What follows belongs to an exercise in optimizing a design on an open flow for small area, a short achievable clock period and few clock cycles per item; a production flow would make more cautious choices.
Only simulation tests tie the RTL to the original design; equivalence was not proved.
Power and IR drop assume default switching activity.

==> design/flow/design.v <==
package bbd_pkg;
  localparam logic signed [31:0] Q_ONE = 32'sh0001_0000;
  localparam logic signed [31:0] Q_MAX = 32'sh7FFF_FFFF;
  localparam logic signed [31:0] Q_MIN = -32'sh8000_0000;
  localparam logic [1:0] DEGREE_RST = 2'd2;
  localparam logic [1:0] DERIV_RST  = 2'd2;
  localparam logic [3:0] BASIS_RST  = 4'd5;
  function automatic logic signed [31:0] sat_add(input logic signed [31:0] a,
                                                 input logic signed [31:0] b);
    logic signed [32:0] s;
    logic signed [31:0] res;
    s = {a[31], a} + {b[31], b};
    if (s[32] != s[31]) begin
      res = s[32] ? Q_MIN : Q_MAX;
    end else begin
      res = s[31:0];
    end
    sat_add = res;
  endfunction
  function automatic logic signed [31:0] sat_sub(input logic signed [31:0] a,
                                                 input logic signed [31:0] b);
    logic signed [32:0] s;
    logic signed [31:0] res;
    s = {a[31], a} - {b[31], b};
    if (s[32] != s[31]) begin
      res = s[32] ? Q_MIN : Q_MAX;
    end else begin
      res = s[31:0];
    end
    sat_sub = res;
  endfunction
  function automatic logic [31:0] mag(input logic signed [31:0] a);
    mag = a[31] ? (32'd0 - a) : a;
  endfunction
endpackage
module bbd_ram #(
  parameter int WIDTH = 32,
  parameter int DEPTH = 16
) (
  input  logic                     clk,
  input  logic                     we,
  input  logic [$clog2(DEPTH)-1:0] waddr,
  input  logic [WIDTH-1:0]         wdata,
  output logic [WIDTH*DEPTH-1:0]   rdata
);
  logic [WIDTH-1:0] mem [DEPTH];
  always_ff @(posedge clk) begin
    if (we) begin
      mem[waddr] <= wdata;
    end
  end
  always_comb begin
    for (int w = 0; w < DEPTH; w++) begin
      rdata[w*WIDTH +: WIDTH] = mem[w];
    end
  end
endmodule
module bbd_qdiv #(
  parameter int NST = 2
) (
  input  logic        clk,
  input  logic        rst,
  input  logic        start,
  input  logic [31:0] nmag,
  input  logic [31:0] dmag_in,
  input  logic        neg_in,
  input  logic        take,
  output logic        busy,
  output logic        q_valid,
  output logic [31:0] q_quo,
  output logic        q_neg,
  output logic        q_sat,
  output logic        q_zero
);
  localparam int NCYC = 16 / NST;
  localparam int CW   = $clog2(NCYC + 1);
  logic [CW-1:0] cnt;
  logic [30:0]   rem;
  logic [31:0]   sh;
  logic [31:0]   dmag;
  logic [32:0]   d3;
  logic          neg;
  logic          satq;
  logic [30:0]   rem_n;
  logic [31:0]   sh_n;
  logic          fin;
  logic          satc;
  always_comb begin
    logic [32:0] t;
    logic [33:0] s1, s2, s3;
    t     = 33'd0;
    s1    = 34'd0;
    s2    = 34'd0;
    s3    = 34'd0;
    rem_n = rem;
    sh_n  = sh;
    for (int b = 0; b < NST; b++) begin
      t  = {rem_n, sh_n[31:30]};
      s1 = {1'b0, t} - {2'b0, dmag};
      s2 = {1'b0, t} - {1'b0, dmag, 1'b0};
      s3 = {1'b0, t} - {1'b0, d3};
      if (!s3[33]) begin
        rem_n = s3[30:0];
        sh_n  = {sh_n[29:0], 2'd3};
      end else if (!s2[33]) begin
        rem_n = s2[30:0];
        sh_n  = {sh_n[29:0], 2'd2};
      end else if (!s1[33]) begin
        rem_n = s1[30:0];
        sh_n  = {sh_n[29:0], 2'd1};
      end else begin
        rem_n = t[30:0];
        sh_n  = {sh_n[29:0], 2'd0};
      end
    end
  end
  assign satc = ({1'b0, rem} >= dmag);
  assign fin  = busy && (cnt == CW'(1)) && (!q_valid || take);
  always_ff @(posedge clk) begin
    if (rst) begin
      busy    <= 1'b0;
      q_valid <= 1'b0;
    end else begin
      if (take) q_valid <= 1'b0;
      if (start) begin
        busy <= 1'b1;
        cnt  <= CW'(NCYC);
        rem  <= {15'd0, nmag[31:16]};
        sh   <= {nmag[15:0], 16'd0};
        dmag <= dmag_in;
        d3   <= {1'b0, dmag_in} + {dmag_in, 1'b0};
        neg  <= neg_in;
      end else if (busy) begin
        if (cnt == CW'(NCYC)) satq <= satc;
        if (cnt != CW'(1)) begin
          rem <= rem_n;
          sh  <= sh_n;
          cnt <= cnt - 1'b1;
        end else if (fin) begin
          busy    <= 1'b0;
          q_valid <= 1'b1;
          q_quo   <= sh_n;
          q_neg   <= neg;
          q_sat   <= (cnt == CW'(NCYC)) ? satc : satq;
          q_zero  <= (dmag == 32'd0);
        end
      end
    end
  end
endmodule
module bspline_basis_derivatives #(
  parameter int NST = 2,    
  parameter int MB  = 16    
) (
  input  logic                          clk,
  input  logic                          rst,
  input  logic                          in_valid,
  output logic                          in_stall,
  input  logic [68:0]                   in_item,
  output logic                          out_valid,
  input  logic                          out_stall,
  output logic [43:0]                   out_item,
  input  logic                          psel,
  input  logic                          penable,
  input  logic                          pwrite,
  input  logic [3:0]                    paddr,
  input  logic [31:0]                   pwdata,
  output logic [31:0]                   prdata,
  output logic                          pready
);
  localparam logic signed [31:0] ONE = bbd_pkg::Q_ONE;
  localparam logic signed [31:0] QMX = bbd_pkg::Q_MAX;
  localparam logic signed [31:0] QMN = bbd_pkg::Q_MIN;
  localparam logic [2:0] S_IDLE = 3'd0, S_0 = 3'd1, S_1 = 3'd2, S_A = 3'd3, S_B = 3'd5,
                         S_DONE = 3'd4;
  localparam logic       M_IDLE = 1'b0, M_RUN = 1'b1;
  localparam logic [1:0] PH_ND = 2'd0, PH_DV = 2'd1, PH_DONE = 2'd2;
  localparam logic [1:0] PS_IDLE = 2'd0, PS_M1 = 2'd1, PS_M2 = 2'd2;
  localparam int MCYC = 32 / MB;
  localparam int MCW  = $clog2(MCYC + 1);
  logic               in_act;
  logic [3:0]         in_kidx;
  logic signed [31:0] in_kval, in_pt;
  assign in_act  = in_item[68];
  assign in_kidx = in_item[67:64];
  assign in_kval = in_item[63:32];
  assign in_pt   = in_item[31:0];
  logic [1:0] degree, max_deriv_order;
  logic [3:0] basis_count;
  logic [1:0] p_cfg, k_cfg;
  logic [3:0] n_cfg;
  assign pready = 1'b1;
  always_comb begin
    case (paddr[3:2])
      2'd0:    prdata = {30'd0, degree};
      2'd1:    prdata = {30'd0, max_deriv_order};
      2'd2:    prdata = {28'd0, basis_count};
      default: prdata = 32'd0;
    endcase
    p_cfg = degree;
    k_cfg = (max_deriv_order > p_cfg) ? p_cfg : max_deriv_order;
    n_cfg = (basis_count < {2'd0, p_cfg} + 4'd1) ? {2'd0, p_cfg} + 4'd1 : basis_count;
  end
  logic [2:0]         sst;
  logic [1:0]         pe_s, ke_s;
  logic [3:0]         ne_s, span_s;
  logic signed [31:0] x_s;
  logic [3:0]         lo, hi, mid, mid1;
  logic [2:0]         step;
  logic               mst;
  logic               fahead;     
  logic [1:0]         pe, ke;
  logic signed [31:0] x;
  logic [3:0]         span;
  logic               accept, i_take, i_loading;
  assign in_stall = (sst != S_IDLE) || i_loading;
  assign accept   = !in_stall && in_valid && in_act;
  logic               kwe;
  logic [511:0]       kflat;
  logic signed [31:0] knot [16];
  assign kwe = !in_stall && in_valid && !in_act;
  bbd_ram #(.WIDTH(32), .DEPTH(16)) u_knots (
    .clk(clk), .we(kwe), .waddr(in_kidx), .wdata(in_kval), .rdata(kflat)
  );
  always_comb begin
    for (int w = 0; w < 16; w++) knot[w] = kflat[w*32 +: 32];
  end
  logic       k_ge, k_le;
  logic [3:0] mid_lo, mid_hi;
  logic [3:0] lptr, rptr;
  logic       go_run;
  logic [3:0] span_nx;
  assign mid_lo = 4'(({1'b0, lo} + {1'b0, mid}) >> 1);
  assign mid_hi = 4'(({1'b0, mid} + {1'b0, hi}) >> 1);
  logic signed [31:0] lft [3];
  logic signed [31:0] rgt [3];
  logic [2:0]         ld;
  logic [2:0]         pc;
  logic [2:0]         npairs;
  logic               lr1_ok, lr_all, pre_act, pre_done, ld_go;
  logic               flag;
  logic [3:0]         ld_addr;
  logic signed [31:0] ld_knot;
  logic signed [32:0] xk, kx;
  logic               post_lr;    
  logic signed [31:0] xr;
  always_comb begin
    case (pe)
      2'd0: npairs = 3'd0;
      2'd1: npairs = 3'd1;
      2'd2: npairs = 3'd3;
      default: npairs = 3'd6;
    endcase
    lr1_ok   = (ld >= 3'd2);
    lr_all   = (ld == {pe, 1'b0});
    pre_act  = lr_all && (pc != npairs);
    pre_done = lr_all && (pc == npairs);
    i_loading = (mst == M_RUN) && !lr_all;
    ld_go    = i_loading && !(fahead && post_lr);
    if (ld_go) begin
      ld_addr = ld[0] ? rptr : lptr;
    end else begin
      case (sst)
        S_0:     ld_addr = ne_s;
        S_1:     ld_addr = {2'd0, pe_s};
        S_A:     ld_addr = mid;
        default: ld_addr = mid1;
      endcase
    end
    xr      = ld_go ? x : x_s;
    ld_knot = knot[ld_addr];
    xk      = {xr[31], xr} - {ld_knot[31], ld_knot};
    kx      = {ld_knot[31], ld_knot} - {xr[31], xr};
    k_ge    = !xk[32];
    k_le    = !kx[32];
  end
  always_comb begin
    go_run  = 1'b0;
    span_nx = ne_s - 4'd1;
    if (!ld_go) begin
      case (sst)
        S_0: go_run = k_ge;
        S_1: begin
          go_run  = k_le;
          span_nx = {2'd0, pe_s};
        end
        S_A: begin
          go_run  = !k_ge && (step == 3'd7);
          span_nx = mid_lo;
        end
        S_B: begin
          go_run  = !k_ge || (step == 3'd7);
          span_nx = !k_ge ? mid : mid_hi;
        end
        default: ;
      endcase
    end
    i_take = (sst == S_DONE) && (mst == M_IDLE) && !fahead;
  end
  function automatic logic [1:0] clo(input logic [1:0] i, input logic [1:0] r);
    clo = (i > r) ? (i - r) : 2'd0;
  endfunction
  function automatic logic [1:0] chi(input logic [1:0] i, input logic [1:0] r,
                                     input logic [1:0] p);
    chi = (i < (p - r)) ? i : (p - r);
  endfunction
  function automatic logic [11:0] pos_next(input logic [11:0] ps, input logic [1:0] p,
                                           input logic [1:0] k);
    logic [1:0] ph, j, r, i, rr, c;
    {ph, j, r, i, rr, c} = ps;
    if (ph == PH_ND) begin
      if (r == j - 2'd1) begin
        if (j == p) begin
          if (k == 2'd0) begin
            ph = PH_DONE;
          end else begin
            ph = PH_DV; i = 2'd1; rr = 2'd0; c = 2'd1;
          end
        end else begin
          j = j + 2'd1; r = 2'd0;
        end
      end else begin
        r = r + 2'd1;
      end
    end else if (ph == PH_DV) begin
      if (c == chi(i, rr, p)) begin
        if (rr == p) begin
          if (i == k) begin
            ph = PH_DONE;
          end else begin
            i = i + 2'd1; rr = 2'd0; c = i;
          end
        end else begin
          rr = rr + 2'd1; c = clo(i, rr);
        end
      end else begin
        c = c + 2'd1;
      end
    end
    pos_next = {ph, j, r, i, rr, c};
  endfunction
  function automatic logic [11:0] pos_start(input logic [1:0] p);
    pos_start = {(p == 2'd0) ? PH_DONE : PH_ND, 2'd1, 2'd0, 2'd0, 2'd0, 2'd0};
  endfunction
  function automatic logic [11:0] derive(input logic [11:0] ps, input logic [1:0] p);
    logic [1:0] ph, j, r, i, rr, c;
    logic [1:0] tas, tbs, dri, dli, nr, nc, lo_c, base;
    {ph, j, r, i, rr, c} = ps;
    lo_c = clo(i, rr);
    base = ({1'b0, i} > {1'b0, rr} + 3'd1) ? (i - rr - 2'd1) : 2'd0;
    if (c == i)          tas = 2'd0;
    else if (i == 2'd1)  tas = (c == 2'd0) ? 2'd1 : 2'd0;
    else                 tas = ((c - base) == 2'd0) ? 2'd2 : 2'd3;
    if (c == lo_c)       tbs = (c == 2'd0) ? 2'd0 : ((i == 2'd1) ? 2'd1 : 2'd2);
    else                 tbs = 2'd3;
    if (ph == PH_ND) begin
      dri = r + 2'd1;
      dli = j - r;
    end else begin
      dri = rr - i + c + 2'd1;
      dli = p + 2'd1 - rr - c;
    end
    nr = r;
    nc = j - 2'd1;
    derive = {tas, tbs, dri, dli, nr, nc};
  endfunction
  logic [11:0] ipos, ppos;
  logic [1:0]  iph, ij, ir, ii, irr, ic;
  logic [1:0]  pph, pj, pr, pi, prr, pcc;
  assign {iph, ij, ir, ii, irr, ic} = ipos;
  assign {pph, pj, pr, pi, prr, pcc} = ppos;
  logic signed [31:0] u01, u11, u02, u12, u22;
  logic signed [31:0] a0 [4];
  logic signed [31:0] a11, a12;
  function automatic logic signed [31:0] uread(input logic [1:0] row, input logic [1:0] col,
      input logic signed [31:0] v01, input logic signed [31:0] v11,
      input logic signed [31:0] v02, input logic signed [31:0] v12,
      input logic signed [31:0] v22);
    logic signed [31:0] v;
    case ({row, col})
      4'b00_01: v = v01;
      4'b01_01: v = v11;
      4'b00_10: v = v02;
      4'b01_10: v = v12;
      4'b10_10: v = v22;
      default:  v = ONE;
    endcase
    uread = v;
  endfunction
  logic               div_start, div_busy, q_valid, q_take;
  logic [31:0]        q_quo;
  logic               q_neg, q_sat, q_zero;
  logic signed [31:0] div_num, div_den;
  logic               prep, pv;
  logic signed [31:0] pnum, pden;
  logic [2:0]         outst;      
  logic        isel, qsel;
  logic [1:0]  d_start, d_busy, d_valid, d_take, d_neg, d_sat, d_zero;
  logic [31:0] d_quo [2];
  assign div_busy  = d_busy[isel];
  assign div_start = pv && !div_busy;
  for (genvar g = 0; g < 2; g++) begin : g_div
    assign d_start[g] = div_start && (isel == 1'(g));
    assign d_take[g]  = q_take && (qsel == 1'(g));
    bbd_qdiv #(.NST(NST)) u_div (
      .clk(clk), .rst(rst), .start(d_start[g]),
      .nmag(bbd_pkg::mag(pnum)), .dmag_in(bbd_pkg::mag(pden)),
      .neg_in(pnum[31] ^ pden[31]), .take(d_take[g]),
      .busy(d_busy[g]), .q_valid(d_valid[g]), .q_quo(d_quo[g]), .q_neg(d_neg[g]),
      .q_sat(d_sat[g]), .q_zero(d_zero[g])
    );
  end
  assign q_valid = d_valid[qsel];
  assign q_quo   = d_quo[qsel];
  assign q_neg   = d_neg[qsel];
  assign q_sat   = d_sat[qsel];
  assign q_zero  = d_zero[qsel];
  logic               q_sat_eff;
  logic signed [31:0] q_signed;
  logic [31:0]        q_mag;
  always_comb begin
    q_sat_eff = q_sat || (q_neg ? (q_quo > 32'h8000_0000) : q_quo[31]);
    if (q_zero) begin
      q_signed = 32'sd0;
      q_mag    = 32'd0;
    end else if (q_sat_eff) begin
      q_signed = q_neg ? QMN : QMX;
      q_mag    = q_neg ? 32'h8000_0000 : 32'h7FFF_FFFF;
    end else begin
      q_signed = q_neg ? -$signed(q_quo) : $signed(q_quo);
      q_mag    = q_quo;
    end
  end
  logic [1:0]         den_ri, den_li;
  logic signed [31:0] den_sum;
  assign den_sum = bbd_pkg::sat_add(rgt[den_ri - 2'd1], lft[den_li - 2'd1]);
  logic [11:0]        ipd;
  logic [1:0]         i_tas, i_tbs, i_dri, i_dli, i_nr, i_nc;
  logic [2:0]         nd_done, m1_done;
  logic [2:0]         need;
  logic               need_m2;
  logic               dep_ok;
  logic signed [31:0] ta, tb, ta_prev;
  logic               f_done;
  always_comb begin
    case ({ij, ir})
      4'b10_00: begin need = 3'd1; need_m2 = 1'b0; end
      4'b10_01: begin need = 3'd1; need_m2 = 1'b1; end
      4'b11_00: begin need = 3'd2; need_m2 = 1'b0; end
      4'b11_01: begin need = 3'd3; need_m2 = 1'b0; end
      default:  begin need = 3'd3; need_m2 = 1'b1; end
    endcase
    if (iph == PH_ND) dep_ok = (ij == 2'd1) ? lr1_ok :
                               (lr_all && !fahead && ((need_m2 ? nd_done : m1_done) >= need));
    else              dep_ok = lr_all;
    {i_tas, i_tbs, i_dri, i_dli, i_nr, i_nc} = ipd;
    case (i_tas)
      2'd0:    ta = 32'sd0;
      2'd1:    ta = ONE;
      2'd2:    ta = a0[irr];
      default: ta = (irr == 2'd1) ? a11 : a12;
    endcase
    case (i_tbs)
      2'd0:    tb = 32'sd0;
      2'd1:    tb = ONE;
      2'd2:    tb = a0[irr];
      default: tb = ta_prev;
    endcase
    den_ri  = i_dri;
    den_li  = i_dli;
    div_num = uread(i_nr, i_nc, u01, u11, u02, u12, u22);
    if (pre_act) begin
      case (pc)
        3'd0: begin den_ri = 2'd1; den_li = 2'd1; end
        3'd1: begin den_ri = 2'd1; den_li = 2'd2; end
        3'd2: begin den_ri = 2'd2; den_li = 2'd1; end
        3'd3: begin den_ri = 2'd1; den_li = 2'd3; end
        3'd4: begin den_ri = 2'd2; den_li = 2'd2; end
        default: begin den_ri = 2'd3; den_li = 2'd1; end
      endcase
    end else if (iph != PH_ND) begin
      div_num = bbd_pkg::sat_sub(ta, tb);
    end
    div_den = den_sum;
    prep = (mst == M_RUN) && (iph != PH_DONE) && !pre_act && dep_ok && (!pv || div_start) &&
           (outst <= 3'd2);
    f_done = (mst == M_RUN) && (iph == PH_DONE) && (!pv || div_start);
  end
  logic               m_start, m_busy;
  logic [MCW-1:0]     m_cnt;
  logic [31:0]        m_a, m_ain, m_bin;
  logic               m_sign, m_signin;
  logic [63:0]        m_p;
  logic               m_done, m_ack;
  logic [31+MB:0]     m_sum;
  logic signed [31:0] qm;
  assign m_done = m_busy && (m_cnt == '0);
  assign m_sum  = (32+MB)'(m_p[63:32]) + m_a * m_p[MB-1:0];
  always_comb begin
    if (m_p[63:47] != 17'd0) begin
      qm = m_sign ? QMN : QMX;
    end else begin
      qm = m_sign ? -$signed(m_p[47:16]) : $signed(m_p[47:16]);
    end
  end
  always_ff @(posedge clk) begin
    if (rst) begin
      m_busy <= 1'b0;
    end else if (m_start) begin
      m_busy <= 1'b1;
      m_cnt  <= MCW'(MCYC);
      m_a    <= m_ain;
      m_p    <= {32'd0, m_bin};
      m_sign <= m_signin;
    end else if (m_busy) begin
      if (m_cnt != '0) begin
        m_cnt <= m_cnt - 1'b1;
        m_p   <= {m_sum, m_p[31:MB]};
      end else if (m_ack) begin
        m_busy <= 1'b0;
      end
    end
  end
  logic [1:0]         pst;
  logic [1:0]         p_pe, p_ke;
  logic [3:0]         p_span;
  logic               p_flag;
  logic [1:0]         cph, cj, cr, ci, crr;
  logic               clast;
  logic signed [31:0] saved, d;
  logic [31:0]        pq_mag;
  logic               pq_neg;
  logic               slot_free;
  logic signed [31:0] v_nd, dn;
  logic [1:0]         p_base;
  logic [3:0]         p_urow;
  logic signed [31:0] p_uval;
  logic               ev, ev_last;
  logic signed [31:0] ev_val;
  logic [1:0]         ev_i, ev_j;
  logic signed [34:0] sc;
  logic signed [31:0] ev_scaled;
  logic               p_idle, p_switch, p_fresh;
  assign slot_free = !out_valid || !out_stall;
  always_comb begin
    v_nd   = bbd_pkg::sat_add(saved, qm);
    dn     = bbd_pkg::sat_add(d, qm);
    p_base = clo(pi, prr);
    p_urow = {2'd0, prr} - {2'd0, pi} + {2'd0, pcc};
    p_uval = uread(p_urow[1:0], p_pe - pi, u01, u11, u02, u12, u22);
    case ({p_pe, ev_i})
      4'b10_01, 4'b10_10: sc = {{3{ev_val[31]}}, ev_val} <<< 1;
      4'b11_01:           sc = {{3{ev_val[31]}}, ev_val} + ({{3{ev_val[31]}}, ev_val} <<< 1);
      4'b11_10, 4'b11_11: sc = ({{3{ev_val[31]}}, ev_val} + ({{3{ev_val[31]}}, ev_val} <<< 1)) <<< 1;
      default:            sc = {{3{ev_val[31]}}, ev_val};
    endcase
    if (sc > 35'sd2147483647)       ev_scaled = QMX;
    else if (sc < -35'sd2147483648) ev_scaled = QMN;
    else                            ev_scaled = sc[31:0];
    post_lr = (pph == PH_ND) || ((cph == PH_ND) && (pst != PS_IDLE));
    p_idle   = (pph == PH_DONE) && (pst == PS_IDLE) && !ev;
    p_switch = p_idle && fahead;
  end
  logic [31:0] cap_amag;
  logic        cap_asgn, cap_slot0;
  always_ff @(posedge clk) begin
    cap_amag  <= (pph == PH_ND) ? bbd_pkg::mag(rgt[pr]) : bbd_pkg::mag(p_uval);
    cap_asgn  <= (pph == PH_ND) ? rgt[pr][31] : p_uval[31];
    cap_slot0 <= (pcc - p_base) == 2'd0;
  end
  logic emit, ev_can, free, nd_m1, capture;
  always_comb begin
    emit   = ev && slot_free && (fahead || pre_done);
    ev_can = !ev || emit;
    nd_m1  = 1'b0;
    free   = 1'b0;
    case (pst)
      PS_IDLE: free = 1'b1;
      PS_M1: begin
        if (cph == PH_ND) nd_m1 = m_done && ((cj != p_pe) || ev_can);
        else              free  = m_done && (!clast || ev_can);
      end
      default: free = m_done && (!(cj == p_pe && cr == cj - 2'd1) || ev_can);
    endcase
    capture  = free && (pph != PH_DONE) && q_valid && !p_fresh;
    q_take   = capture;
    m_start  = capture || nd_m1;
    m_ack    = free && (pst != PS_IDLE) && !capture;
    m_bin    = capture ? q_mag : pq_mag;
    if (nd_m1) begin
      m_ain    = bbd_pkg::mag(lft[cj - cr - 2'd1]);
      m_signin = lft[cj - cr - 2'd1][31] ^ pq_neg;
    end else begin
      m_ain    = cap_amag;
      m_signin = cap_asgn ^ q_neg;
    end
  end
  always_ff @(posedge clk) begin
    if (rst) begin
      mst             <= M_IDLE;
      sst             <= S_IDLE;
      fahead          <= 1'b0;
      degree          <= bbd_pkg::DEGREE_RST;
      max_deriv_order <= bbd_pkg::DERIV_RST;
      basis_count     <= bbd_pkg::BASIS_RST;
      out_valid       <= 1'b0;
      pv              <= 1'b0;
      outst           <= 3'd0;
      isel            <= 1'b0;
      qsel            <= 1'b0;
      ppos            <= {PH_DONE, 10'd0};
      p_fresh         <= 1'b0;
      pst             <= PS_IDLE;
      ev              <= 1'b0;
    end else begin
      if (psel && penable && pwrite) begin
        case (paddr[3:2])
          2'd0: degree          <= pwdata[1:0];
          2'd1: max_deriv_order <= pwdata[1:0];
          2'd2: basis_count     <= pwdata[3:0];
          default: ;
        endcase
      end
      if (accept) begin
        x_s  <= in_pt;
        pe_s <= p_cfg;
        ke_s <= k_cfg;
        ne_s <= n_cfg;
        sst  <= S_0;
      end
      if (!ld_go) begin
        case (sst)
          S_0: begin
            if (!k_ge) sst <= S_1;
          end
          S_1: begin
            if (!k_le) begin
              lo   <= {2'd0, pe_s};
              hi   <= ne_s;
              mid  <= 4'(({3'd0, pe_s} + {1'b0, ne_s}) >> 1);
              mid1 <= 4'(({3'd0, pe_s} + {1'b0, ne_s}) >> 1) + 4'd1;
              step <= 3'd0;
              sst  <= S_A;
            end
          end
          S_A: begin
            if (!k_ge) begin
              hi   <= mid;
              mid  <= mid_lo;
              mid1 <= mid_lo + 4'd1;
              step <= step + 3'd1;
            end else begin
              sst <= S_B;
            end
          end
          S_B: begin
            if (k_ge) begin
              lo   <= mid;
              mid  <= mid_hi;
              mid1 <= mid_hi + 4'd1;
              step <= step + 3'd1;
              sst  <= S_A;
            end
          end
          default: ;
        endcase
      end
      if (go_run) begin
        span_s <= span_nx;
        sst    <= S_DONE;
      end
      if (f_done) mst <= M_IDLE;
      if (i_take) begin
        sst     <= S_IDLE;
        mst     <= M_RUN;
        fahead  <= 1'b1;
        x       <= x_s;
        pe      <= pe_s;
        ke      <= ke_s;
        span    <= span_s;
        lptr    <= span_s;
        rptr    <= span_s + 4'd1;
        ld      <= 3'd0;
        pc      <= 3'd0;
        flag    <= 1'b0;
        ipos    <= pos_start(pe_s);
        ipd     <= derive(pos_start(pe_s), pe_s);
      end
      if (mst == M_RUN) begin
        if (ld_go) begin
          if (!ld[0]) begin
            lft[ld[2:1]] <= (xk[32] != xk[31]) ? (xk[32] ? QMN : QMX) : xk[31:0];
          end else begin
            rgt[ld[2:1]] <= (kx[32] != kx[31]) ? (kx[32] ? QMN : QMX) : kx[31:0];
            lptr <= lptr - 4'd1;
            rptr <= (rptr == 4'd15) ? 4'd15 : rptr + 4'd1;
          end
          ld <= ld + 3'd1;
        end
        if (pre_act) begin
          if (den_sum == 32'sd0) flag <= 1'b1;
          pc <= pc + 3'd1;
        end
        if (prep) begin
          ipos    <= pos_next(ipos, pe, ke);
          ipd     <= derive(pos_next(ipos, pe, ke), pe);
          ta_prev <= ta;
          pnum    <= div_num;
          pden    <= div_den;
        end
      end
      if (prep)           pv <= 1'b1;
      else if (div_start) pv <= 1'b0;
      if (div_start) isel <= ~isel;
      if (q_take)    qsel <= ~qsel;
      outst <= outst + (prep ? 3'd1 : 3'd0) - (q_take ? 3'd1 : 3'd0);
      if (emit) begin
        out_valid <= 1'b1;
        out_item  <= {ev_i, 4'(p_span + {2'd0, ev_j} - {2'd0, p_pe}), p_span, ev_scaled,
                      fahead ? p_flag : flag, ev_last};
      end else if (!out_stall) begin
        out_valid <= 1'b0;
      end
      if (!fahead) p_flag <= flag;
      if (emit) ev <= 1'b0;
      p_fresh <= p_switch;
      if (p_switch) begin
        fahead  <= 1'b0;
        p_pe    <= pe;
        p_ke    <= ke;
        p_span  <= span;
        ppos    <= pos_start(pe);
        saved   <= 32'sd0;
        d       <= 32'sd0;
        nd_done <= 3'd0;
        m1_done <= 3'd0;
        if (pe == 2'd0) begin
          ev      <= 1'b1;
          ev_val  <= ONE;
          ev_i    <= 2'd0;
          ev_j    <= 2'd0;
          ev_last <= 1'b1;
        end
      end
      if (capture) begin
        {cph, cj, cr, ci, crr} <= ppos[11:2];
        clast  <= (pcc == chi(pi, prr, p_pe));
        ppos   <= pos_next(ppos, p_pe, p_ke);
        pq_mag <= q_mag;
        pq_neg <= q_neg;
        if (pph == PH_DV) begin
          if (cap_slot0)        a0[prr] <= q_signed;
          else if (prr == 2'd1) a11 <= q_signed;
          else                  a12 <= q_signed;
        end
        pst <= PS_M1;
      end else if (free) begin
        pst <= PS_IDLE;
      end
      if (nd_m1) begin
        pst     <= PS_M2;
        m1_done <= m1_done + 3'd1;
        if (cj != p_pe) begin
          case ({cr, cj})
            4'b00_01: u01 <= v_nd;
            4'b00_10: u02 <= v_nd;
            default:  u12 <= v_nd;
          endcase
        end else begin
          ev      <= 1'b1;
          ev_val  <= v_nd;
          ev_i    <= 2'd0;
          ev_j    <= cr;
          ev_last <= 1'b0;
        end
      end
      if (free && pst == PS_M1) begin
        if (clast) begin
          ev      <= 1'b1;
          ev_val  <= dn;
          ev_i    <= ci;
          ev_j    <= crr;
          ev_last <= (ci == p_ke) && (crr == p_pe);
          d       <= 32'sd0;
        end else begin
          d <= dn;
        end
      end
      if (free && pst == PS_M2) begin
        if (cr == cj - 2'd1) begin
          saved <= 32'sd0;
          if (cj == 2'd1) u11 <= qm;
          if (cj == 2'd2 && p_pe != 2'd2) u22 <= qm;
          if (cj == p_pe) begin
            ev      <= 1'b1;
            ev_val  <= qm;
            ev_i    <= 2'd0;
            ev_j    <= p_pe;
            ev_last <= (p_ke == 2'd0);
          end
        end else begin
          saved <= qm;
        end
        nd_done <= nd_done + 3'd1;
      end
    end
  end
endmodule
==> design/flow/run.sh <==
#!/bin/bash
# synth_recipe.tcl (not shown) runs the flow's synth.tcl, then flattens the netlist and writes it again
# the make line also repeats each setting of config.mk as NAME=value (left out here)
make -C /OpenROAD-flow-scripts/flow DESIGN_CONFIG=/design/flow/config.mk WORK_HOME=/design/flow/orfs CLKGATE_MAP_FILE= SYNTH_SCRIPT=/design/flow/synth_recipe.tcl finish
==> design/flow/config.mk <==
export PLATFORM = sky130hd
export DESIGN_NAME = bspline_basis_derivatives
export DESIGN_NICKNAME = bspline_basis_derivatives
export VERILOG_FILES = /design/flow/design.v
export SDC_FILE = /design/flow/constraint.sdc
export NUM_CORES = 4
export LEC_CHECK = 0
export CAP_MARGIN = 20
export CORE_MARGIN = 2
export CORE_UTILIZATION = 30
export SETUP_SLACK_MARGIN = 4
export SLEW_MARGIN = 20
export TNS_END_PERCENT = 100
==> design/flow/constraint.sdc <==
create_clock -name core_clock -period 12.0 [get_ports {clk}]
set_input_delay 2.4000 -clock core_clock [delete_from_list [all_inputs] [get_ports {clk}]]
set_output_delay 2.4000 -clock core_clock [all_outputs]
set_load 0.01 [all_outputs]
==> impl_metrics.yaml, run 1 <==
placement:
  placed_area_um2: 150000
  portBuffers: 131
  hpwl_um: 349000
  globalplace.congestion: 0.955
  placedCellCount: 19700
clock_tree:
  cts_root_buffer: "clkbuf_16"
  clk_path_buf_depth: 4
  clock-sinks: 2012
  clkTransAtPathRegs_ns: 0.06
  numCtsBuffers: 219
  tritoncts: "done"
  ctsHoldBuffers: 0
  insertion_delay_ns: 0.96
  htree_levels: 4
power:
  power_density_nw_per_um2: 204
  p_leak_nw: 60.9
  finalPower_mw: 32.4
  peakVddDrop_uv: 423
worst_hold_path:
  hp-class: "flip-flop to flip-flop"
synthesis:
  yosysTopAreaCell: "edfxtp_1"
  synth_cell_types: 115
  synth.yosys.seq_area_share: 0.424
  ys_ff_latch: 2012
  synth-main-ff-cell: "edfxtp_1"
  synth_compound_area_frac: 0.176
  synth_edf_count: 1933
  synth_fa_ha_area_frac: 0.152
  ys.warnings.count: 6
  synth_top_family_by_area: "compound AO/OA/AOI/OAI gates"
  synth_top_cell_area_share: 0.413
  yosys.area_share.simple: 0.122
  syn-instance-count: 13700
  synthesis.area_um2: 141000
  synthMuxAreaShare: 0.0304
  synth_area_leaders: "edfxtp_1, ha_1, fa_1"
  syn_avg_cell_area_um2: 10.3
  synth_xor_area_frac: 0.0488
  synth-async-reset-ratio: 0
route:
  wl_um: 476000
  drt.antenna.violating_nets: 0
  wl_per_cell_um: 23.5
  drt_pass1_iterations: 8
  drcViolationCount: 0
  drt_iter0_drc: 12100
  via_per_inst: 5.45
  dr_total_vias: 110000
grt:
  grt_pass1_wl_um: 699000
  met3_usage: 0.0277
  top_usage_layer: "met2"
  grt_pass1_vias: 105000
  use_met1: 0.262
  antenna_found_initial: 46
  gr-total-overflow: 0
  grt_start_max_net_pins: 76
  grt_usage: 0.194
  use_met2: 0.316
timing:
  relSlewSlack: 0.133
  finalHoldViolCount: 0
  fin_worst_skew_ns: 0.130
  whs_ns: 0.404
  tns_ns: 0
  slew_violations: 0
  tightest_slew_ns: 1.29
  timing.fmax_mhz: 128
  setup_viol: 0
  period_share: 0.650
  grt_setup_unrepaired: "yes"
  period_minus_slack_ns: 7.80
finish:
  final.fill_count: 46900
  design_area_um2: 159000
  areaGrowthSynthToFinish_pct: 12.8
  final-seq-area_um2: 59600
  final_common_cell: "edfxtp_1"
  final_cells: 20200
  nets: 15300
  multiInputGateArea_um2: 75900
  final_cell_mix: "edfxtp_1, nand2_1, inv_1, nor2_1, a21oi_1"
  drive_gt1_frac: 0.0814
critical_path:
  crit_type: "flip-flop to flip-flop"
  worstPathRequired_ns: 12.62
  arrival_ns: 8.42
  end_kind: "flip-flop"
  crit_fanout: 32
  startpoint_type: "flip-flop"
floorplanning:
  die_y_um: 689
  core_um2: 467000
  die_area_um2: 474000
  pin_count: 191
  start_util: 0.301
  row_count: 251
  die_width_um: 689
flow_run:
  drv_cap: 0
status:
  status: "timing/DRC/antenna clean"
-- through the flow --
step,utilization,setup WS (ns)
after global placement,0.321,2.32
after floorplan,-,4.42
final,0.340,4.20
after global routing,0.340,3.91
after CTS,0.337,3.97
after detailed placement,0.321,2.25
-- where the power goes --
group	total, mW	switching (mW)	leakage [nW]	internal (mW)
registers	9.81	0.219	18.2	9.59
logic	15.7	10.5	39.3	5.21
clock network	6.84	2.97	3.46	3.87
total	32.4	13.7	60.9	18.7
-- layout make-up --
cell class / instances / area share
sequential: 2012 / 0.376
inverter: 1050 / 0.0250
timing repair buffer: 493 / 0.0266
clock buffer: 261 / 0.0361
clock inverter: 139 / 0.00883
multi-input combinational: 10100 / 0.478
tap: 6198 / 0.0489
antenna: 16 / 0.000252
-- layer usage --
layer  part of all wire  routed length, um
met5            0.00021                102
met3              0.079              37700
met2               0.46             218000
met4              0.044              20900
met1               0.42             199000
-- worst max-delay path, stage by stage, from the launching register on --
cell      delay (ns)
edfxtp_1        0.50
ha_1            0.41
a21o_1          0.22
a31o_2          0.26
or4_1           0.48
a211oi_1        0.42
o21a_1          0.29
o211ai_1        0.17
and2_2          0.37
buf_4           0.34
a211oi_1        0.33
a21oi_1         0.21
ha_1            0.48
nand3_1         0.14
nor4_1          0.53
o311ai_2        0.33
a21oi_1         0.38
o211ai_1        0.20
a21oi_1         0.14
or2_2           0.16
a211oi_4        0.06
buf_4           0.27
o21ai_2         0.46
o21ai_0         0.15
o22a_1          0.20
-- flip-flops by register name (all words and copies together), names as in the netlist, 44 cells and up, named ones only --
| name | flops |
|---|---|
| g_div.u_div.dmag | 63 |
| lft | 96 |
| a0 | 128 |
| out_item | 44 |
| g_div.u_div.d3 | 65 |
| g_div.u_div.rem | 62 |
| rgt | 96 |
| g_div.u_div.sh | 64 |
| g_div.u_div.q_quo | 64 |
| m_p | 64 |
| u_knots.mem | 512 |
-- cell usage after synthesis, types with 194 or more instances --
cell and instances:
and2_1 268, nor3_1 194, xor2_1 277, xnor2_1 493, o21ai_0 709, nor2_1 1028, a22oi_1 257, ha_1 913
a21oi_1 965, mux2i_1 248, a21o_1 352, nand3_1 255, nand2_1 1237, edfxtp_1 1933, inv_1 1045, clkbuf_1 477
fa_1 481
-- final timing paths --
path,start,to,slack (ns),depth (start not counted)
max,g_div[1].u_div.rem[12]$_DFFE_PP_,g_div[1].u_div.rem[0]$_DFFE_PP_,4.20,24
min,x_s[12]$_DFFE_PP_,x[12]$_DFFE_PP_,0.40,0
max reg2reg,g_div[1].u_div.rem[12]$_DFFE_PP_,g_div[1].u_div.rem[0]$_DFFE_PP_,4.20,24
min reg2reg,x_s[12]$_DFFE_PP_,x[12]$_DFFE_PP_,0.40,0
-- repair_timing --
item | CTS | global route
endpoints found under the setup margin | 297 | 293
gates cloned | 5 | 1
buffers inserted | 27 | 86
pin swaps | 11 | 13
resized for setup | 77 | 58
-- cell families (layout without fill, tap and decap cells) --
group	Yosys count	count (layout)
flip-flops	2012	2012
AO/OA/AOI/OAI	3753	3753
AND/OR/NAND/NOR	3696	3702
adder cells (fa/ha/maj)	1432	1432
other	2	45
multiplexers	375	375
XOR/XNOR	775	775
buffers and inverters	1672	1943
Testbench counts, summed over its fixed seeds: cycles 21,433, evals 240.
==> run 2, diff against run 1 <==
--- a/design/flow/design.v
+++ b/design/flow/design.v
@@ -211,5 +211,4 @@
   logic               fahead;     
   logic [1:0]         pe, ke;
-  logic signed [31:0] x;
   logic [3:0]         span;
   logic               accept, i_take, i_loading;
@@ -258,15 +257,12 @@
     i_loading = (mst == M_RUN) && !lr_all;
     ld_go    = i_loading && !(fahead && post_lr);
-    if (ld_go) begin
-      ld_addr = ld[0] ? rptr : lptr;
-    end else begin
-      case (sst)
-        S_0:     ld_addr = ne_s;
-        S_1:     ld_addr = {2'd0, pe_s};
-        S_A:     ld_addr = mid;
-        default: ld_addr = mid1;
-      endcase
-    end
-    xr      = ld_go ? x : x_s;
+    case (sst)
+      S_0:     ld_addr = ne_s;
+      S_1:     ld_addr = {2'd0, pe_s};
+      S_A:     ld_addr = mid;
+      S_B:     ld_addr = mid1;
+      default: ld_addr = ld[0] ? rptr : lptr;
+    endcase
+    xr      = x_s;
     ld_knot = knot[ld_addr];
     xk      = {xr[31], xr} - {ld_knot[31], ld_knot};
@@ -278,5 +274,5 @@
     go_run  = 1'b0;
     span_nx = ne_s - 4'd1;
-    if (!ld_go) begin
+    begin
       case (sst)
         S_0: go_run = k_ge;
@@ -296,5 +292,5 @@
       endcase
     end
-    i_take = (sst == S_DONE) && (mst == M_IDLE) && !fahead;
+    i_take = (sst == S_DONE) && ((mst == M_IDLE) || f_done) && !fahead;
   end
   function automatic logic [1:0] clo(input logic [1:0] i, input logic [1:0] r);
@@ -528,30 +524,31 @@
   logic [1:0]         cph, cj, cr, ci, crr;
   logic               clast;
-  logic signed [31:0] saved, d;
+  logic signed [31:0] saved;      
   logic [31:0]        pq_mag;
   logic               pq_neg;
   logic               slot_free;
-  logic signed [31:0] v_nd, dn;
+  logic signed [31:0] v_nd;
   logic [1:0]         p_base;
   logic [3:0]         p_urow;
   logic signed [31:0] p_uval;
-  logic               ev, ev_last;
+  logic               ev, ev_last, ev_flag;
   logic signed [31:0] ev_val;
-  logic [1:0]         ev_i, ev_j;
+  logic [1:0]         ev_i, ev_j, ev_sc;
+  logic [3:0]         ev_span, ev_bidx;
+  logic               flag_ok, pre_done_r;
   logic signed [34:0] sc;
   logic signed [31:0] ev_scaled;
-  logic               p_idle, p_switch, p_fresh;
+  logic               p_idle, p_switch;
   assign slot_free = !out_valid || !out_stall;
   always_comb begin
     v_nd   = bbd_pkg::sat_add(saved, qm);
-    dn     = bbd_pkg::sat_add(d, qm);
     p_base = clo(pi, prr);
     p_urow = {2'd0, prr} - {2'd0, pi} + {2'd0, pcc};
     p_uval = uread(p_urow[1:0], p_pe - pi, u01, u11, u02, u12, u22);
-    case ({p_pe, ev_i})
-      4'b10_01, 4'b10_10: sc = {{3{ev_val[31]}}, ev_val} <<< 1;
-      4'b11_01:           sc = {{3{ev_val[31]}}, ev_val} + ({{3{ev_val[31]}}, ev_val} <<< 1);
-      4'b11_10, 4'b11_11: sc = ({{3{ev_val[31]}}, ev_val} + ({{3{ev_val[31]}}, ev_val} <<< 1)) <<< 1;
-      default:            sc = {{3{ev_val[31]}}, ev_val};
+    case (ev_sc)
+      2'd1:    sc = {{3{ev_val[31]}}, ev_val} <<< 1;
+      2'd2:    sc = {{3{ev_val[31]}}, ev_val} + ({{3{ev_val[31]}}, ev_val} <<< 1);
+      2'd3:    sc = ({{3{ev_val[31]}}, ev_val} + ({{3{ev_val[31]}}, ev_val} <<< 1)) <<< 1;
+      default: sc = {{3{ev_val[31]}}, ev_val};
     endcase
     if (sc > 35'sd2147483647)       ev_scaled = QMX;
@@ -559,18 +556,22 @@
     else                            ev_scaled = sc[31:0];
     post_lr = (pph == PH_ND) || ((cph == PH_ND) && (pst != PS_IDLE));
-    p_idle   = (pph == PH_DONE) && (pst == PS_IDLE) && !ev;
+    p_idle   = (pph == PH_DONE) && (pst == PS_IDLE);
     p_switch = p_idle && fahead;
   end
-  logic [31:0] cap_amag;
-  logic        cap_asgn, cap_slot0;
-  always_ff @(posedge clk) begin
-    cap_amag  <= (pph == PH_ND) ? bbd_pkg::mag(rgt[pr]) : bbd_pkg::mag(p_uval);
-    cap_asgn  <= (pph == PH_ND) ? rgt[pr][31] : p_uval[31];
-    cap_slot0 <= (pcc - p_base) == 2'd0;
-  end
+  function automatic logic [1:0] sc_code(input logic [1:0] p, input logic [1:0] i);
+    case ({p, i})
+      4'b10_01, 4'b10_10: sc_code = 2'd1;
+      4'b11_01:           sc_code = 2'd2;
+      4'b11_10, 4'b11_11: sc_code = 2'd3;
+      default:            sc_code = 2'd0;
+    endcase
+  endfunction
+  logic ev_flag_now;
+  assign ev_flag_now = fahead ? p_flag : flag;
   logic emit, ev_can, free, nd_m1, capture;
   always_comb begin
-    emit   = ev && slot_free && (fahead || pre_done);
-    ev_can = !ev || emit;
+    flag_ok = fahead || pre_done_r;
+    emit   = ev && slot_free;
+    ev_can = !ev && flag_ok;
     nd_m1  = 1'b0;
     free   = 1'b0;
@@ -583,5 +584,5 @@
       default: free = m_done && (!(cj == p_pe && cr == cj - 2'd1) || ev_can);
     endcase
-    capture  = free && (pph != PH_DONE) && q_valid && !p_fresh;
+    capture  = free && (pph != PH_DONE) && q_valid;
     q_take   = capture;
     m_start  = capture || nd_m1;
@@ -591,7 +592,10 @@
       m_ain    = bbd_pkg::mag(lft[cj - cr - 2'd1]);
       m_signin = lft[cj - cr - 2'd1][31] ^ pq_neg;
+    end else if (pph == PH_ND) begin
+      m_ain    = bbd_pkg::mag(rgt[pr]);
+      m_signin = rgt[pr][31] ^ q_neg;
     end else begin
-      m_ain    = cap_amag;
-      m_signin = cap_asgn ^ q_neg;
+      m_ain    = bbd_pkg::mag(p_uval);
+      m_signin = p_uval[31] ^ q_neg;
     end
   end
@@ -610,5 +614,4 @@
       qsel            <= 1'b0;
       ppos            <= {PH_DONE, 10'd0};
-      p_fresh         <= 1'b0;
       pst             <= PS_IDLE;
       ev              <= 1'b0;
@@ -629,5 +632,5 @@
         sst  <= S_0;
       end
-      if (!ld_go) begin
+      begin
         case (sst)
           S_0: begin
@@ -675,5 +678,4 @@
         mst     <= M_RUN;
         fahead  <= 1'b1;
-        x       <= x_s;
         pe      <= pe_s;
         ke      <= ke_s;
@@ -717,12 +719,11 @@
       if (emit) begin
         out_valid <= 1'b1;
-        out_item  <= {ev_i, 4'(p_span + {2'd0, ev_j} - {2'd0, p_pe}), p_span, ev_scaled,
-                      fahead ? p_flag : flag, ev_last};
+        out_item  <= {ev_i, ev_bidx, ev_span, ev_scaled, ev_flag, ev_last};
       end else if (!out_stall) begin
         out_valid <= 1'b0;
       end
+      pre_done_r <= pre_done && !i_take;
       if (!fahead) p_flag <= flag;
       if (emit) ev <= 1'b0;
-      p_fresh <= p_switch;
       if (p_switch) begin
         fahead  <= 1'b0;
@@ -732,5 +733,4 @@
         ppos    <= pos_start(pe);
         saved   <= 32'sd0;
-        d       <= 32'sd0;
         nd_done <= 3'd0;
         m1_done <= 3'd0;
@@ -741,4 +741,8 @@
           ev_j    <= 2'd0;
           ev_last <= 1'b1;
+          ev_flag <= 1'b0;
+          ev_span <= span;
+          ev_bidx <= span;
+          ev_sc   <= 2'd0;
         end
       end
@@ -750,5 +754,5 @@
         pq_neg <= q_neg;
         if (pph == PH_DV) begin
-          if (cap_slot0)        a0[prr] <= q_signed;
+          if (pcc == p_base)    a0[prr] <= q_signed;
           else if (prr == 2'd1) a11 <= q_signed;
           else                  a12 <= q_signed;
@@ -773,4 +777,8 @@
           ev_j    <= cr;
           ev_last <= 1'b0;
+          ev_flag <= ev_flag_now;
+          ev_span <= p_span;
+          ev_bidx <= p_span + {2'd0, cr} - {2'd0, p_pe};
+          ev_sc   <= 2'd0;
         end
       end
@@ -778,11 +786,15 @@
         if (clast) begin
           ev      <= 1'b1;
-          ev_val  <= dn;
+          ev_val  <= v_nd;
           ev_i    <= ci;
           ev_j    <= crr;
           ev_last <= (ci == p_ke) && (crr == p_pe);
-          d       <= 32'sd0;
+          ev_flag <= ev_flag_now;
+          ev_span <= p_span;
+          ev_bidx <= p_span + {2'd0, crr} - {2'd0, p_pe};
+          ev_sc   <= sc_code(p_pe, ci);
+          saved   <= 32'sd0;
         end else begin
-          d <= dn;
+          saved <= v_nd;
         end
       end
@@ -798,4 +810,8 @@
             ev_j    <= p_pe;
             ev_last <= (p_ke == 2'd0);
+            ev_flag <= ev_flag_now;
+            ev_span <= p_span;
+            ev_bidx <= p_span;
+            ev_sc   <= 2'd0;
           end
         end else begin
--- a/design/flow/config.mk
+++ b/design/flow/config.mk
@@ -8,6 +8,6 @@
 export CAP_MARGIN = 20
 export CORE_MARGIN = 2
-export CORE_UTILIZATION = 30
-export SETUP_SLACK_MARGIN = 4
+export CORE_UTILIZATION = 40
+export SETUP_SLACK_MARGIN = 5
 export SLEW_MARGIN = 20
 export TNS_END_PERCENT = 100
==> run 2 against run 1 <==
Effect of this change:
- still clean
- flip-flop and latch count decreased by 89
- first-iteration DRC count decreased by 7.1%
- combinational power increased by 11%
- design area decreased by 3.0%
- power increased by 5.0%
- synthesized area decreased by 3.4%
- register-to-register slack improved by 0.71 ns
- cell count decreased by 11%
- via count decreased by 4.8%
- synthesized cell count decreased by 3.9%
- worst setup slack improved by 0.71 ns
- largest power group unchanged
==> impl_metrics.yaml, run 2 <==
timing:
  tightest_slew_ns: 1.23
  grt_setup_unrepaired: "yes"
  period_minus_slack_ns: 7.09
  tns_ns: 0
  period_share: 0.591
  timing.fmax_mhz: 141
  fin_worst_skew_ns: 0.125
  setup_viol: 0
  finalHoldViolCount: 0
  relSlewSlack: 0.180
  slew_violations: 0
flow_run:
  drv_cap: 0
synthesis:
  synthesis.area_um2: 136000
  synth_area_leaders: "edfxtp_1, ha_1, fa_1"
  yosysTopAreaCell: "edfxtp_1"
  synth.most_common_cell: "edfxtp_1"
  ys.warnings.count: 6
  synth-async-reset-ratio: 0
  synthTopCellsByCount: "edfxtp_1, nand2_1, inv_1, nor2_1, a21oi_1"
  syn-instance-count: 13200
  synth_cell_types: 119
  synth.yosys.seq_area_share: 0.422
  syn_avg_cell_area_um2: 10.3
  ys_ff_latch: 1923
  synth-main-ff-cell: "edfxtp_1"
  synth_edf_count: 1879
  synth_top_cell_area_share: 0.415
power:
  p_leak_nw: 59.6
  finalPower_mw: 34.0
  power_density_nw_per_um2: 221
  peakVddDrop_uv: 642
route:
  wl_per_cell_um: 24.1
  drt_iter0_drc: 11300
  wl_um: 435000
  drcViolationCount: 0
  via_per_inst: 5.81
  drt_pass1_iterations: 9
  dr_total_vias: 105000
  drt.antenna.violating_nets: 0
floorplanning:
  core_um2: 337000
  die_width_um: 587
  row_count: 213
  start_util: 0.403
  die_y_um: 587
  die_area_um2: 344000
  pin_count: 191
grt:
  grt_start_max_net_pins: 74
  grt_pass1_vias: 99400
  grt_usage: 0.243
  antenna_found_initial: 17
  gr-total-overflow: 0
  grt_pass1_wl_um: 640000
clock_tree:
  numCtsBuffers: 218
  ctsHoldBuffers: 0
  insertion_delay_ns: 0.97
  tritoncts: "done"
  clk_path_buf_depth: 4
  clock-sinks: 1923
  cts_root_buffer: "clkbuf_16"
  clkTransAtPathRegs_ns: 0.06
  htree_levels: 4
critical_path:
  crit_fanout: 5
  worstPathRequired_ns: 12.59
  crit_top_cell: "fa_1"
  startpoint_type: "flip-flop"
  crit_family: "adder cells"
  crit_slowest_cell: "fa_1"
  crit_type: "flip-flop to flip-flop"
  worstRegToRegCells: 25
  end_kind: "flip-flop"
  arrival_ns: 7.68
  critical-path-max-stage-delay_ns: 0.57
  cp_num_buf_inv: 6
  crit_cells: 25
worst_hold_path:
  hp-class: "flip-flop to flip-flop"
  holdPathStages: 0
finish:
  regMostFlops: "u_knots.mem"
  final_cell_mix: "edfxtp_1, nand2_1, inv_1, a21oi_1, nor2_1"
  top_regs: "u_knots.mem (512), a0 (128)"
  areaGrowthSynthToFinish_pct: 13.2
  largest_register_ffs: 512
  drive_gt1_frac: 0.0990
  final_common_cell: "edfxtp_1"
  nets: 14900
placement:
  globalplace.congestion: 0.947
  hpwl_um: 311000
  portBuffers: 131
status:
  status: "timing/DRC/antenna clean"
[run 2: cell families after synthesis]
group           Yosys count  share of synthesized area
simple gates           3507                      0.121
flops                  1923                      0.422
xor+xnor                790                     0.0516
other cells               2                  0.0000553
compound gates         3512                      0.171
mux                     361                     0.0306
buf+inv                1672                     0.0483
fa+ha+maj              1413                      0.156
[run 2: metrics by stage]
stage / setup WS, ns / util / instance area, um2 / hold WS, ns / instances
global route: 4.71 / 0.456 / 154000 / 0.421 / 18100
CTS: 4.98 / 0.450 / 152000 / 0.419 / 18000
global placement: 2.59 / 0.423 / 143000 / 0.406 / 17500
detailed placement: 2.95 / 0.423 / 143000 / 0.407 / 17500
floorplan: 5.12 / - / 136000 / 0.400 / 13200
finish: 4.91 / 0.456 / 154000 / 0.420 / 18100
[run 2: final cells by class]
| class | count | area, um2 |
|---|---|---|
| clock buffers | 256 | 5640 |
| repair buffers | 550 | 5150 |
| inverters | 1079 | 4080 |
| diodes | 3 | 7.51 |
| fillers | 31600 | 184000 |
| clock inverters | 145 | 1630 |
| multi-input cells | 9619 | 74300 |
| well taps | 4515 | 5650 |
| flip-flops and latches | 1923 | 57300 |
[run 2: path summary, 6_finish.rpt]
kind / startpoint / to / slack (ns)
max reg2reg: m_a[5]$_DFFE_PP_ / m_p[60]$_SDFFCE_PN0P_ / 4.91
min reg2reg: ke_s[0]$_DFFE_PP_ / ke[0]$_DFFE_PP_ / 0.42
max: m_a[5]$_DFFE_PP_ / m_p[60]$_SDFFCE_PN0P_ / 4.91
min: ke_s[0]$_DFFE_PP_ / ke[0]$_DFFE_PP_ / 0.42
[run 2: metal layers]
metal / share of wire / GRT usage / vias to the layer above
met1: 0.43 / 0.335 / 51700
met3: 0.079 / 0.0327 / 718
li1: - / - / 48500
met4: 0.048 / 0.106 / 8
met5: 0.00013 / 0 / -
met2: 0.45 / 0.381 / 4124
[run 2: timing repair]
| item | CTS | global route |
|---|---|---|
| setup buffers | 108 | 81 |
| gates resized for setup | 213 | 275 |
| gates cloned | 4 | 8 |
| endpoints found under the setup margin | 459 | 471 |
| pin swaps | 31 | 59 |
[run 2: power breakdown]
| group | leakage (nW) | internal (mW) | switching (mW) | total [mW] |
|---|---|---|---|---|
| Clock | 3.53 | 4.00 | 2.89 | 6.89 |
| Sequential | 17.4 | 9.44 | 0.164 | 9.60 |
| Combinational | 38.7 | 6.10 | 11.4 | 17.5 |
Testbench counts of run 2, summed over its fixed seeds: cycles 21,001, evals 240.
==> run 3, diff against run 2 <==
--- a/design/flow/design.v
+++ b/design/flow/design.v
@@ -435,5 +435,5 @@
   logic [2:0]         nd_done, m1_done;
   logic [2:0]         need;
-  logic               need_m2;
+  logic               need_m2, fwd_m1, fwd_m2, m2fin;
   logic               dep_ok;
   logic signed [31:0] ta, tb, ta_prev;
@@ -447,6 +447,9 @@
       default:  begin need = 3'd3; need_m2 = 1'b1; end
     endcase
+    fwd_m1 = nd_m1 && (cj != p_pe) && !need_m2 && (m1_done + 3'd1 == need);
+    fwd_m2 = m2fin && (cr == cj - 2'd1) && (cj != p_pe) && need_m2 && (nd_done + 3'd1 == need);
     if (iph == PH_ND) dep_ok = (ij == 2'd1) ? lr1_ok :
-                               (lr_all && !fahead && ((need_m2 ? nd_done : m1_done) >= need));
+                               (lr_all && !fahead &&
+                                (((need_m2 ? nd_done : m1_done) >= need) || fwd_m1 || fwd_m2));
     else              dep_ok = lr_all;
     {i_tas, i_tbs, i_dri, i_dli, i_nr, i_nc} = ipd;
@@ -465,5 +468,5 @@
     den_ri  = i_dri;
     den_li  = i_dli;
-    div_num = uread(i_nr, i_nc, u01, u11, u02, u12, u22);
+    div_num = fwd_m1 ? v_nd : (fwd_m2 ? qm : uread(i_nr, i_nc, u01, u11, u02, u12, u22));
     if (pre_act) begin
       case (pc)
@@ -584,4 +587,5 @@
       default: free = m_done && (!(cj == p_pe && cr == cj - 2'd1) || ev_can);
     endcase
+    m2fin    = free && (pst == PS_M2);
     capture  = free && (pph != PH_DONE) && q_valid;
     q_take   = capture;
--- a/design/flow/config.mk
+++ b/design/flow/config.mk
@@ -8,5 +8,5 @@
 export CAP_MARGIN = 20
 export CORE_MARGIN = 2
-export CORE_UTILIZATION = 40
+export CORE_UTILIZATION = 50
 export SETUP_SLACK_MARGIN = 5
 export SLEW_MARGIN = 20
==> run 3 against run 2 <==
Effect of this change:
- hold slack got worse by 0.0029 ns
- combinational power decreased by 26%
- highest routed layer unchanged
- design area increased by 1.1%
- first-iteration DRC count increased by 17%
- via count increased by 5.7%
- power decreased by 16%
- global-route usage increased by 9.9 points
- worst setup slack got worse by 0.0049 ns
- register-to-register slack about the same
- largest cell class unchanged
==> impl_metrics.yaml, run 3 <==
placement:
  portBuffers: 131
  placedCellCount: 16900
  globalplace.congestion: 0.964
  hpwl_um: 354000
synthesis:
  synth_top_family_by_area: "compound AO/OA/AOI/OAI gates"
  ys.warnings.count: 6
  ys_ff_latch: 1923
  synth_cell_types: 111
  synthTopCellsByCount: "edfxtp_1, nand2_1, inv_1, nor2_1, a21oi_1"
  synth_edf_count: 1879
  syn-instance-count: 13500
  yosysTopAreaCell: "edfxtp_1"
  synthMuxAreaShare: 0.0323
  synth_xor_area_frac: 0.0490
  synth.most_common_cell: "edfxtp_1"
  synth_compound_area_frac: 0.172
  synth-async-reset-ratio: 0
  synth_fa_ha_area_frac: 0.154
  synth.yosys.seq_area_share: 0.419
  synth_area_leaders: "edfxtp_1, ha_1, fa_1"
  synthesis.area_um2: 137000
  synth-main-ff-cell: "edfxtp_1"
  yosys.area_share.simple: 0.125
  synth_top_cell_area_share: 0.412
  syn_avg_cell_area_um2: 10.1
timing:
  setup_viol: 0
  tns_ns: 0
  fin_worst_skew_ns: 0.137
  whs_ns: 0.417
  relSlewSlack: 0.169
  tightest_slew_ns: 1.23
  period_minus_slack_ns: 7.09
  timing.fmax_mhz: 141
  slew_violations: 0
  grt_setup_unrepaired: "yes"
  finalHoldViolCount: 0
  period_share: 0.591
finish:
  areaGrowthSynthToFinish_pct: 13.5
  final_cells: 17600
  final.fill_count: 23400
  regMostFlops: "u_knots.mem"
  drive_gt1_frac: 0.114
  final_cell_mix: "edfxtp_1, nand2_1, inv_1, nor2_1, a21oi_1"
  largest_register_ffs: 512
  final_common_cell: "edfxtp_1"
  top_regs: "u_knots.mem (512), a0 (128)"
  nets: 15300
floorplanning:
  start_util: 0.502
  die_width_um: 527
  die_y_um: 527
  core_um2: 273000
  pin_count: 191
  die_area_um2: 278000
  row_count: 192
worst_hold_path:
  hp-class: "flip-flop to flip-flop"
critical_path:
  crit_fanout: 5
  arrival_ns: 7.69
  critical-path-max-stage-delay_ns: 0.55
  crit_top_cell: "fa_1"
  crit_slowest_cell: "fa_1"
  startpoint_type: "flip-flop"
  end_kind: "flip-flop"
  crit_type: "flip-flop to flip-flop"
  worstPathRequired_ns: 12.59
grt:
  grt_start_max_net_pins: 76
  grt_pass1_wl_um: 708000
  grt_pass1_vias: 107000
  grt_usage: 0.341
  gr-total-overflow: 0
  antenna_found_initial: 20
route:
  dr_total_vias: 111000
  drcViolationCount: 0
  drt_pass1_iterations: 10
  via_per_inst: 6.32
  wl_per_cell_um: 27.9
  drt.antenna.violating_nets: 0
  drt_iter0_drc: 13100
  wl_um: 491000
clock_tree:
  clock-sinks: 1923
  cts_root_buffer: "clkbuf_16"
  clk_path_buf_depth: 4
  ctsHoldBuffers: 0
  htree_levels: 4
  numCtsBuffers: 220
  clkTransAtPathRegs_ns: 0.07
  tritoncts: "done"
  insertion_delay_ns: 0.97
status:
  status: "timing/DRC/antenna clean"
power:
  power_density_nw_per_um2: 185
  p_int_mw: 16.9
  p_comb_frac: 0.448
  pwr-share-clk: 0.237
  p_seq_frac: 0.315
  p_sw_frac: 0.411
  p_leak_nw: 60.6
  power_switching_mw: 11.8
  peakVddDrop_uv: 264
flow_run:
  drv_cap: 0
## run 3: stage by stage
stage                     setup slack [ns]  utilization  cell area (um2)  total power, mW
after CTS                             4.95        0.562           153000             28.3
after detailed placement              2.53        0.523           143000             21.1
after floorplan                       5.03            -           137000             16.6
final                                 4.91        0.570           155000             28.7
after global routing                  4.70        0.569           155000             29.9
after global placement                2.65        0.523           143000             20.9
## run 3: final cells by class
class,count,area (um2),area share
multi-input combinational,9882,76100,0.490
sequential,1923,57300,0.369
timing repair buffer,664,6090,0.0392
clock buffer,255,5670,0.0365
tap,3589,4490,0.0289
inverter,1106,4210,0.0271
clock inverter,140,1490,0.00960
antenna,12,30.0,0.000193
## run 3: cells by family (layout without fill, tap and decap cells)
kind of cell	after synthesis	count (layout)
adders and majority gates	1398	1398
xor gates and xnor gates	757	757
other	2	41
and+or+nand+nor	3672	3672
buffers and inverters	1718	2165
muxes	387	387
DFF	1923	1923
AOI/OAI and AO/OA	3638	3639
## run 3: power by group through the flow
stage / clock [mW] / sequential [mW] / combinational (mW)
6_report: 6.80 / 9.04 / 12.9
5_1_grt: 7.12 / 9.06 / 13.7
4_1_cts: 6.88 / 9.04 / 12.4
3_5_place_dp: 0 / 9.19 / 11.9
3_3_place_gp: 0 / 9.18 / 11.7
2_1_floorplan: 0 / 9.08 / 7.51
## run 3: final timing paths
| check | slack, ns | depth (start not counted) | start | end |
|---|---|---|---|---|
| hold / removal | 0.42 | 0 | g_div[0].u_div.sh[20]$_DFFE_PP_ | g_div[0].u_div.q_quo[24]$_DFFE_PP_ |
| setup / recovery | 4.91 | 29 | m_p[1]$_DFFE_PP_ | m_p[63]$_SDFFCE_PN0P_ |
| setup reg to reg | 4.91 | 29 | m_p[1]$_DFFE_PP_ | m_p[63]$_SDFFCE_PN0P_ |
| hold reg to reg | 0.42 | 0 | g_div[0].u_div.sh[20]$_DFFE_PP_ | g_div[0].u_div.q_quo[24]$_DFFE_PP_ |
## run 3: what timing repair did
action,4_1_cts,5_1_grt
resized for setup,357,303
gates cloned,4,5
buffers inserted,189,95
setup endpoints to repair,368,385
pin swaps,44,89
## run 3: layer usage
layer / routed length (um) / track usage / up-vias
li1: - / - / 49700
met1: 203000 / 0.469 / 55300
met5: 75 / 0 / -
met4: 22300 / 0.137 / 12
met2: 223000 / 0.540 / 5036
met3: 42400 / 0.0535 / 945
## run 3: worst max-delay path, delay by kind of cell, from the launching register on
kind                       cells  cell delay [ns]
and+or+nand+nor                3             0.23
adders and majority gates      7             3.34
AOI/OAI and AO/OA              9             1.70
DFF                            1             0.41
xor gates and xnor gates       1             0.14
buffers and inverters          9             0.98
Testbench counts of run 3, summed over its fixed seeds: cycles 20,601, evals 240.

## what the ideal ports hide
Ports are ideal in the flow. The routed layouts listed here were re-timed in OpenROAD. Step 1, drivers: a clkbuf_16 drives clk and a buf_2 each remaining input, both assumed. Step 2, shift: input delay + t, output delay - t, t = (earliest + latest rising clock arrival at the registers) / 2. This alone moves slack from input paths to output paths. a / b / c = ideal / step 1 / step 2; a / b = the first two.
run	shift t [ns]	setup slack, ns	worst hold slack (ns)	latest minus earliest clock arrival (ns)	pins driven straight from the clock port
run 1	1.012	4.201 / 4.201 / 4.201	0.404 / 0.404 / 0.404	0.130 / 0.130	1
run 2	1.035	4.911 / 4.911 / 4.911	0.420 / 0.420 / 0.420	0.161 / 0.160	1
run 3	1.004	4.906 / 4.906 / 4.906	0.417 / 0.417 / 0.417	0.137 / 0.137	1
After both steps setup and hold are still met in every run listed.
